Source: an optimization exercise on an open RTL-to-GDS flow (aim: small area, a short achievable clock period and few clock cycles per item). Production flows keep margins and buffers that such runs may drop. In this exercise RTL edits were held to simulation tests only and were not proved equivalent to the original. Power and IR drop assume default switching activity.

## flow/flow/run.sh

```bash
#!/bin/bash
set -euo pipefail
export SETUP_SLACK_MARGIN=6.6
bash standard.sh MATCH_CELL_FOOTPRINT=0 finish > standard.log 2>&1
```

## flow/standard.sh

```bash
#!/bin/bash
# synth_recipe.tcl (not shown) runs the flow's synth.tcl, then flattens the netlist and writes it again
# the make line also repeats each setting of config.mk as NAME=value (left out here)
make -C /OpenROAD-flow-scripts/flow DESIGN_CONFIG=/design/flow/config.mk WORK_HOME=/design/flow/orfs CLKGATE_MAP_FILE= SYNTH_SCRIPT=/design/flow/synth_recipe.tcl "${@:-finish}"
```

## flow/config.mk

```make
export PLATFORM = sky130hd
export DESIGN_NAME = squat_switch
export DESIGN_NICKNAME = squat_switch
export VERILOG_FILES = /design/flow/design.v
export SDC_FILE = /design/flow/constraint.sdc
export NUM_CORES = 4
export LEC_CHECK = 0
export CAP_MARGIN = 20
export CORE_MARGIN = 2
export CORE_UTILIZATION = 45
export SLEW_MARGIN = 20
export SYNTH_HIERARCHICAL = 1
```

## flow/constraint.sdc

```tcl
create_clock -name core_clock -period 10.0 [get_ports {clk}]
set_input_delay 2.0000 -clock core_clock [delete_from_list [all_inputs] [get_ports {clk}]]
set_output_delay 2.0000 -clock core_clock [all_outputs]
set_load 0.01 [all_outputs]
```

## flow/design.v

```verilog
module squat_switch #(
    parameter int NumRx = 4,
    parameter int NumTx = 4
) (
    input  logic               clk,
    input  logic               rst,
    input  logic [8*NumRx-1:0] rx_data,
    input  logic [NumRx-1:0]   rx_soc,
    input  logic [NumRx-1:0]   rx_clav,
    output logic [NumRx-1:0]   rx_en,
    output logic [8*NumTx-1:0] tx_data,
    output logic [NumTx-1:0]   tx_soc,
    output logic [NumTx-1:0]   tx_en,
    input  logic [NumTx-1:0]   tx_clav,
    input  logic               cpu_sel,
    input  logic               cpu_wr,
    input  logic [7:0]         cpu_addr,
    input  logic [15:0]        cpu_wdata,
    output logic [15:0]        cpu_rdata,
    output logic               cpu_rdy
);
    localparam int         FL      = 53;       
    localparam logic [5:0] OFF_RXL = 6'd52;    
    localparam logic [5:0] OFF_SCH = 6'd11;    
    localparam logic [5:0] OFF_TXL = 6'((13 + 52) % FL);  
    localparam logic [5:0] OFF_CMT = 6'd12;    
    localparam int         TAP     = 11;       
    localparam int         TxMaskInt = (1 << NumTx) - 1;
    localparam logic [3:0] TX_VALID  = TxMaskInt[3:0];
    function automatic logic [7:0] hec_calc(input logic [31:0] hdr);
        logic [7:0] crc;
        crc = 8'h00;
        for (int b = 31; b >= 0; b = b - 1) begin
            if (crc[7] ^ hdr[b]) crc = {crc[6:0], 1'b0} ^ 8'h07;
            else                 crc = {crc[6:0], 1'b0};
        end
        hec_calc = crc ^ 8'h55;
    endfunction
    logic [5:0]       r_off;
    logic [NumRx-1:0] r_rd;           
    logic [NumRx-1:0] r_occ;          
    logic [NumRx-1:0] r_lkdone;       
    logic [3:0]       r_pend [NumRx]; 
    logic [11:0]      r_vpi12 [NumRx];
    logic [7:0]       r_delta [NumRx]; 
    logic [NumTx-1:0] r_txen_n;
    logic [NumTx-1:0] r_txsoc;
    logic [NumTx-1:0] r_go;
    logic [1:0]       r_sel [NumTx];
    logic [1:0]       r_rr  [NumTx];
    logic [7:0]       r_txd [NumTx];
    logic [NumRx-1:0] w_done, w_free, w_rd0, w_rd;
    logic [NumRx-1:0] r_canrd;        
    logic             w_idle, w_park;
    always_comb begin
        for (int i = 0; i < NumRx; i = i + 1) begin
            w_done[i] = r_lkdone[i] && (r_pend[i] == 4'd0);
            w_free[i] = !r_occ[i] || w_done[i];
            w_rd0[i]  = r_canrd[i] && rx_clav[i];
            w_rd[i]   = r_rd[i] || w_rd0[i];
        end
        w_idle = (r_occ == '0) && (r_txen_n == '1);
        w_park = (r_off == 6'd0) && w_idle && (w_rd0 == '0);
    end
    always_ff @(posedge clk) begin
        if (!rst) begin
            r_off   <= 6'd0;
            r_rd    <= '0;
            r_canrd <= '0;
        end else begin
            if (r_off == OFF_RXL || w_park) r_off <= 6'd0;
            else                            r_off <= r_off + 6'd1;
            if (r_off == 6'd0)         r_rd <= w_rd0 & rx_soc;
            else if (r_off == OFF_RXL) r_rd <= '0;
            r_canrd <= (r_off == OFF_RXL || w_park) ? w_free : '0;
        end
    end
    logic [8*FL-1:0] r_ring [NumRx];
    logic [7:0]      w_tap  [NumRx];
    logic [7:0]      w_out  [NumRx];
    logic            w_b0, w_b1, w_b4;
    assign w_b0 = (r_off == 6'd12);
    assign w_b1 = (r_off == 6'd13);
    assign w_b4 = (r_off == 6'd16);
    genvar gi;
    generate
        for (gi = 0; gi < NumRx; gi = gi + 1) begin : g_ring
            logic [7:0] w_in;
            assign w_in = w_rd[gi] ? rx_data[8*gi +: 8] : r_ring[gi][8*FL-1 -: 8];
            always_ff @(posedge clk) r_ring[gi] <= {r_ring[gi][8*FL-9:0], w_in};
            assign w_tap[gi] = r_ring[gi][8*TAP +: 8];
            always_comb begin
                w_out[gi] = w_tap[gi];
                if (w_b0)      w_out[gi] = r_vpi12[gi][11:4];
                else if (w_b1) w_out[gi] = {r_vpi12[gi][3:0], w_tap[gi][3:0]};
                else if (w_b4) w_out[gi] = w_tap[gi] ^ r_delta[gi];
            end
            assign rx_en[gi] = ~w_rd[gi];
        end
    endgenerate
    logic [15:0]       w_wd;
    logic [4095:0]     w_lut;
    logic [255:0]      w_grp;
    logic [15:0]       w_ahi, w_rdg, w_rdv, r_rd16;
    logic [15:0]       w_rd16;
    logic              r_lka_v, r_lka_ok;
    logic [1:0]        r_lka_ring;
    logic [11:0]       r_lka_hdr;
    logic              r_lkb_v, r_lkb_ok;
    logic [1:0]        r_lkb_ring;
    logic [11:0]       r_lkb_hdr;
    logic              r_cpu_rdy;
    logic              r_wv, r_rstn;
    logic [7:0]        r_waddr;
    logic [15:0]       r_wdata;
    logic              w_hit;
    always_ff @(posedge clk) begin
        r_wv    <= cpu_sel && cpu_wr && rst;
        r_rstn  <= rst;
        r_waddr <= cpu_addr;
        r_wdata <= cpu_wdata;
    end
    assign w_wd = r_wdata & {16{r_rstn}};
    logic [15:0] w_wlo, w_whi, w_alo;
    always_comb begin
        for (int k = 0; k < 16; k = k + 1) begin
            w_wlo[k] = (r_waddr[3:0] == 4'(k));
            w_whi[k] = (r_waddr[7:4] == 4'(k)) && r_wv;
        end
    end
    generate
        for (gi = 0; gi < 256; gi = gi + 1) begin : g_row
            logic [15:0] r_q;
            always_ff @(posedge clk) begin
                if ((w_wlo[gi % 16] && w_whi[gi / 16]) || !r_rstn) r_q <= w_wd;
            end
            assign w_lut[16*gi +: 16] = r_q;
        end
    endgenerate
    assign w_hit = cpu_sel && r_wv && (cpu_addr == r_waddr);
    always_comb begin
        for (int k = 0; k < 16; k = k + 1) begin
            w_alo[k] = cpu_sel ? (cpu_addr[3:0] == 4'(k)) : (r_lka_hdr[3:0] == 4'(k));
            w_ahi[k] = (cpu_sel ? (cpu_addr[7:4] == 4'(k)) : (r_lka_hdr[7:4] == 4'(k)))
                       && !w_hit && r_rstn;
        end
    end
    generate
        for (gi = 0; gi < 16; gi = gi + 1) begin : g_grp
            squat_switch_sel16 u_sel (.d(w_lut[256*gi +: 256]), .s(w_alo), .q(w_grp[16*gi +: 16]));
        end
    endgenerate
    squat_switch_sel16 u_sel_hi (.d(w_grp), .s(w_ahi), .q(w_rdg));
    assign w_rdv = w_rdg | (r_wdata & {16{w_hit && r_rstn}});
    always_ff @(posedge clk) r_rd16 <= w_rdv;
    assign w_rd16    = r_rd16;
    assign cpu_rdata = r_rd16;
    assign cpu_rdy   = r_cpu_rdy;
    always_ff @(posedge clk) begin
        if (!rst) r_cpu_rdy <= 1'b0;
        else      r_cpu_rdy <= cpu_sel;
    end
    logic [7:0] w_pb [5];
    logic [1:0] w_pring;
    logic       w_pslot;
    logic [NumRx-1:0] r_ps;           
    always_ff @(posedge clk) begin
        for (int i = 0; i < NumRx; i = i + 1) r_ps[i] <= rst && (r_off == 6'(4 + i));
    end
    always_comb begin
        w_pslot = 1'b0;
        w_pring = 2'd0;
        for (int k = 0; k < 5; k = k + 1) w_pb[k] = 8'h00;
        for (int i = 0; i < NumRx; i = i + 1) begin
            w_pslot = w_pslot | r_ps[i];
            w_pring = w_pring | (2'(i) & {2{r_ps[i]}});
            for (int k = 0; k < 5; k = k + 1) w_pb[k] = w_pb[k] | (r_ring[i][8*(4+i-k) +: 8] & {8{r_ps[i]}});
        end
    end
    always_ff @(posedge clk) begin
        if (!rst) begin
            r_lka_v <= 1'b0;
            r_lkb_v <= 1'b0;
        end else begin
            r_lka_v <= w_pslot && r_occ[w_pring] && !r_lkdone[w_pring];
            r_lkb_v <= r_lka_v && !cpu_sel;
        end
        r_lka_ring <= w_pring;
        r_lka_hdr  <= {w_pb[0], w_pb[1][7:4]};
        r_lka_ok   <= (hec_calc({w_pb[0], w_pb[1], w_pb[2], w_pb[3]}) == w_pb[4]);
        r_lkb_ring <= r_lka_ring;
        r_lkb_hdr  <= r_lka_hdr;
        r_lkb_ok   <= r_lka_ok;
    end
    logic [7:0] w_delta;
    assign w_delta = hec_calc({r_lkb_hdr ^ w_rd16[11:0], 20'h00000}) ^ 8'h55;
    logic [NumRx-1:0] w_cand [NumTx];
    logic [1:0]       w_pick [NumTx];
    logic [NumTx-1:0] w_found;
    logic [NumTx-1:0] w_start;
    logic [1:0]       w_idx;
    always_comb begin
        for (int j = 0; j < NumTx; j = j + 1) begin
            for (int i = 0; i < NumRx; i = i + 1) w_cand[j][i] = r_lkdone[i] && r_pend[i][j];
            w_found[j] = 1'b0;
            w_pick[j]  = 2'd0;
            w_idx      = 2'd0;
            for (int k = NumRx - 1; k >= 0; k = k - 1) begin
                w_idx = r_rr[j] + 2'(k);
                if (w_cand[j][w_idx]) begin
                    w_found[j] = 1'b1;
                    w_pick[j]  = w_idx;
                end
            end
            w_start[j] = r_go[j] && tx_clav[j];
        end
    end
    always_ff @(posedge clk) begin
        if (!rst) begin
            r_occ    <= '0;
            r_lkdone <= '0;
            r_txen_n <= '1;
            r_txsoc  <= '0;
            r_go     <= '0;
            for (int j = 0; j < NumTx; j = j + 1) r_rr[j] <= 2'd0;
        end else begin
            for (int i = 0; i < NumRx; i = i + 1) begin
                if ((r_off == 6'd0) && w_rd0[i] && rx_soc[i]) r_occ[i] <= 1'b1;
                else if (w_done[i])                         r_occ[i] <= 1'b0;
                if (r_lkb_v && (r_lkb_ring == 2'(i)))       r_lkdone[i] <= 1'b1;
                else if (w_done[i])                         r_lkdone[i] <= 1'b0;
            end
            if (r_off == OFF_TXL) r_txen_n <= '1;
            if (r_off == OFF_SCH) r_go <= w_found;
            if (r_off == OFF_CMT) begin
                r_txen_n <= ~w_start;
                r_txsoc  <= w_start;
                for (int j = 0; j < NumTx; j = j + 1)
                    if (w_start[j]) r_rr[j] <= r_sel[j] + 2'd1;
            end else begin
                r_txsoc <= '0;
            end
        end
    end
    always_ff @(posedge clk) begin
        for (int i = 0; i < NumRx; i = i + 1) begin
            if (r_lkb_v && (r_lkb_ring == 2'(i))) begin
                r_pend[i]  <= w_rd16[15:12] & TX_VALID & {4{r_lkb_ok}};
                r_vpi12[i] <= w_rd16[11:0];
                r_delta[i] <= w_delta;
            end else if (r_off == OFF_CMT) begin
                for (int j = 0; j < NumTx; j = j + 1)
                    if (w_start[j] && (r_sel[j] == 2'(i))) r_pend[i][j] <= 1'b0;
            end
        end
        for (int j = 0; j < NumTx; j = j + 1) begin
            if (r_off == OFF_SCH) r_sel[j] <= w_pick[j];
            r_txd[j] <= w_out[r_sel[j]];
        end
    end
    generate
        for (gi = 0; gi < NumTx; gi = gi + 1) begin : g_tx
            assign tx_en[gi]          = r_txen_n[gi];
            assign tx_soc[gi]         = r_txsoc[gi];
            assign tx_data[8*gi +: 8] = r_txd[gi];
        end
    endgenerate
endmodule
module squat_switch_sel16 (
    input  logic [255:0] d,
    input  logic [15:0]  s,
    output logic [15:0]  q
);
    always_comb begin
        q = 16'h0000;
        for (int k = 0; k < 16; k = k + 1) q = q | (d[16*k +: 16] & {16{s[k]}});
    end
endmodule
```

==> metrics.md <==
| Metric | Value |
|---|---|
| Share of cells above drive strength 1 | 21.4% |
| Largest net degree at the start of global routing | 165 |
| Initial Util | 45.2% |
| Worst vdd ir | 190 µV |
| Status | finished clean |
| IO Count | 133 |
| Mapped Cells | 10400 |
| Netlist cell types | 61 |
| PwrDens | 233 nW/µm² |
| Most frequent cells in the layout | edfxtp_1, dfxtp_1, a22o_1 |
| Max Root-Sink Buffers | 4 |
| Clock root buffer master | clkbuf_16 |
| Final core utilization | 54.0% |
| F_max | 218 MHz |
| Required @ worst endpoint | 10940 ps |
| Register area | 163000 µm² |
| IO Port Bufs | 132 |
| Arrival @ worst endpoint | 5530 ps |
| Routed len/inst | 34.9 µm |
| Gr usage total | 26.3% |
| Setup TNS | 0 ps |
| Hpwl dp | 325 mm |
| Most common cell after layout, fill and taps aside | edfxtp_1 |
| Slew Viols, Final | 0 |
| Count of nets after finishing | 11300 |
| Multi-input combinational cell area | 34800 µm² |
| Post-synthesis sequential area ratio | 82.9% |
| Setup violations, final | 0 |
| Tightest Pin Transition | 1250 ps |
| Routability cong. | 0.910 |
| Latest clock arrival within the worst-skew pair | 1080 ps |
| Detailed-route via count | 109000 |
| Antenna violations before repair | 29 |
| Synth Flop Type | edfxtp_1 |
| Vias per cell | 6.24 |
| Die height | 665 µm |
| Worst-path maximum fanout | 22 |
| Synth Warn # | 20 |
| 1st-iter DRT viols | 15600 |
| Filler cell count | 33000 |
| Worst-path clk slew | 60 ps |
| Remaining DRCs | 0 |
| Overall Power | 54.8 mW |
| Vias in the first global route | 104000 |
| Avg Cell Area, Syn | 18.9 µm² |
| H-Tree Depth | 6 |
| Hold Slack | 303 ps |
| Worst hold path class | reg2reg |
| Post-synth EDFFs | 4200 |
| Hold-critical path depth | 0 |
| TritonCTS buffer count | 582 |
| Final Skew | 53.3 ps |
| Post-Syn Area | 197000 µm² |
| Critical path capture point type | flip-flop |
| Crit Path Class | in2reg |
| CTS tree | built |
| Flops & latches, synth | 6049 |
| Total gr overflow | 0 |
| Drt pass-1 iters | 10 |
| Design Area, Final | 235000 µm² |
| RSZ-0062 raised after global routing | true |
| ANT nets after route | 0 |
| Max-slew headroom | 16.7% |
| Crit path launch type | input port |
| Synth-to-Final Area Change | 19.4% |
| Full die area | 443000 µm² |
| Clk sinks | 6049 |
| Static leakage | 80.8 nW |
| Ys async rst share | 0% |
| Die extent in x | 665 µm |
| Max cap viols | 0 |
| Final-report hold violation count | 0 |
| Hold-fix buffers, CTS | 0 |
| Fin crit share | 46.0% |
| Post-Synthesis Net Count | 10500 |
| Crit path time final | 4600 ps |
| First-pass GRT wire length | 824 mm |
| Row Count | 242 |
| Core area | 435000 µm² |
| Final wirelength | 608 mm |
| Worst Reg2Reg Path Length in Cells | 11 |
| Placed cell areas | 207000 µm² |
## flip-flops by register name, indices dropped and copies added (netlist names), 12 cells and up
| register | count |
|---|---|
| g_row.r_q | 4096 |
| r_delta | 32 |
| r_lka_hdr | 12 |
| r_lkb_hdr | 12 |
| r_pend | 16 |
| r_rd16 | 16 |
| r_ring | 1696 |
| r_txd | 32 |
| r_vpi12 | 48 |
| r_wdata | 16 |
## path summary, 6_finish.rpt
path,start,slack [ps],endpoint
min,r_ring[0][141]$_DFF_P_,300,r_ring[0][149]$_DFF_P_
max,cpu_sel,5400,r_rd16[6]$_DFF_P_
max reg2reg,r_lka_hdr[3]$_DFF_P_,5860,r_rd16[6]$_DFF_P_
min reg2reg,r_ring[0][141]$_DFF_P_,300,r_ring[0][149]$_DFF_P_
## report_power, final
| part | internal (mW) | switching [mW] |
|---|---|---|
| sequential | 29.2 | 0.870 |
| clock | 12.4 | 9.44 |
| combinational | 0.830 | 1.97 |
| total | 42.5 | 12.3 |
## synthesized netlist by cell type (all sizes together), types with 4 or more instances
cell type,n,area [µm²]
and2,33,206
mux2i,39,390
inv,29,109
a222oi,32,320
nor3,5,25.0
a22oi,30,225
a22o,1115,9770
a211oi,5,37.5
a21boi,4,30.0
nand4,277,1730
mux2,32,360
a31oi,9,56.3
nand2b,9,56.3
nor2b,9,56.3
o22a,5,43.8
clkbuf,249,935
a221oi,1114,9930
and4,5,43.8
xor2,57,514
edfxtp,4200,126000
nor3b,7,52.6
nor4,5,31.3
and3,11,68.8
xnor2,66,638
ha,24,300
a21oi,31,155
nor2,117,439
o22ai,4,25.0
dfxtp,1849,37000
o21ai,317,1590
nand4b,4,35.0
xnor3,23,526
buf,430,3820
nand2,184,703
nand3,21,105
a21o,16,120
## area by class of cell
| type | count | share of cell area, % |
|---|---|---|
| Antenna cell | 15 | 0.0160 |
| Clock buffer | 778 | 6.93 |
| Clock inverter | 275 | 1.22 |
| Inverter | 30 | 0.0479 |
| Multi-Input combinational cell | 3643 | 14.8 |
| Sequential cell | 6049 | 69.5 |
| Tap cell | 5734 | 3.05 |
| Timing Repair Buffer | 888 | 4.43 |
## per-stage QoR
stage | instances | setup slack (ps)
floorplan | 10400 | 5660
global placement | 16000 | 2760
detailed placement | 16000 | 2850
CTS | 17300 | 5460
global route | 17400 | 5480
finish | 17400 | 5400
## what timing repair did
| action | 4_1_cts | 5_1_grt |
|---|---|---|
| gates resized for setup | 1011 | 165 |
| setup buffers | 149 | 51 |
| cloned | 102 | 28 |
| setup endpoints to repair | 1701 | 1087 |
| pin swaps | 185 | 110 |
## cell families (layout without fill, tap and decap cells)
kind of cell / Yosys count / in the layout / synth area share, %
flops: 6049 / 6049 / 82.9
other cells: 0 / 15 / 0
mux: 71 / 71 / 0.382
fa+ha+maj: 24 / 24 / 0.153
xor+xnor: 147 / 147 / 0.865
simple gates: 697 / 712 / 1.85
buf+inv: 709 / 1971 / 2.47
compound gates: 2688 / 2689 / 11.4
## worst max-delay path, cell delays in order
cell and delay (ps):
buf_16 130, buf_12 120, a31oi_4 270, buf_12 170
nor2_4 120, clkbuf_16 230, a22o_1 250, a221oi_4 270
nand4_1 520, a221oi_4 940, nand4_1 210, a21o_1 210
## modules after synthesis, one instance, submodules excluded
module,cells,copies in the design,area [µm²],flip-flops and latches
squat_switch,7393,1,172000,6049
squat_switch_sel16,176,17,1480,0
## per-layer routing
layer,routed length (µm),GRT usage (%)
met3,68700,6.18
met5,97,0
met2,279000,41.1
met4,35000,13.0
met1,226000,34.6
Testbench counts, summed over its fixed seeds: cycles 16,693, cells 640.

==> re-timing with driven ports <==
How much do the figures lean on ideal ports? The routed layout below was timed once more, with nothing changed but the port constraints.
Step 1 sets driving cells, clkbuf_16 on the clock port and buf_2 on the other inputs (assumed; they add their load-dependent delay and slew).
Step 2 adds t to the input delays and takes it off the output delays; t is the mean of the earliest and latest rising clock arrival at the registers after step 1. Input paths then give back, and output paths get back, about the clock's delay inside the block.
Slacks: ideal ports / drivers / drivers and shift; pairs: ideal ports / drivers.
shift t [ns]: 1.158
slack for setup (ns): 5.403 / 5.225 / 4.067
worst hold slack (ns): 0.303 / 0.303 / 0.303
clock arrival spread, ns: 0.074 / 0.074
slew at the worst register clock pin (ns): 0.07 / 0.07
After both steps setup and hold are still met in this run. For this run, drivers alone change the setup slack by -0.178 ns; drivers and shift together by -1.336 ns.
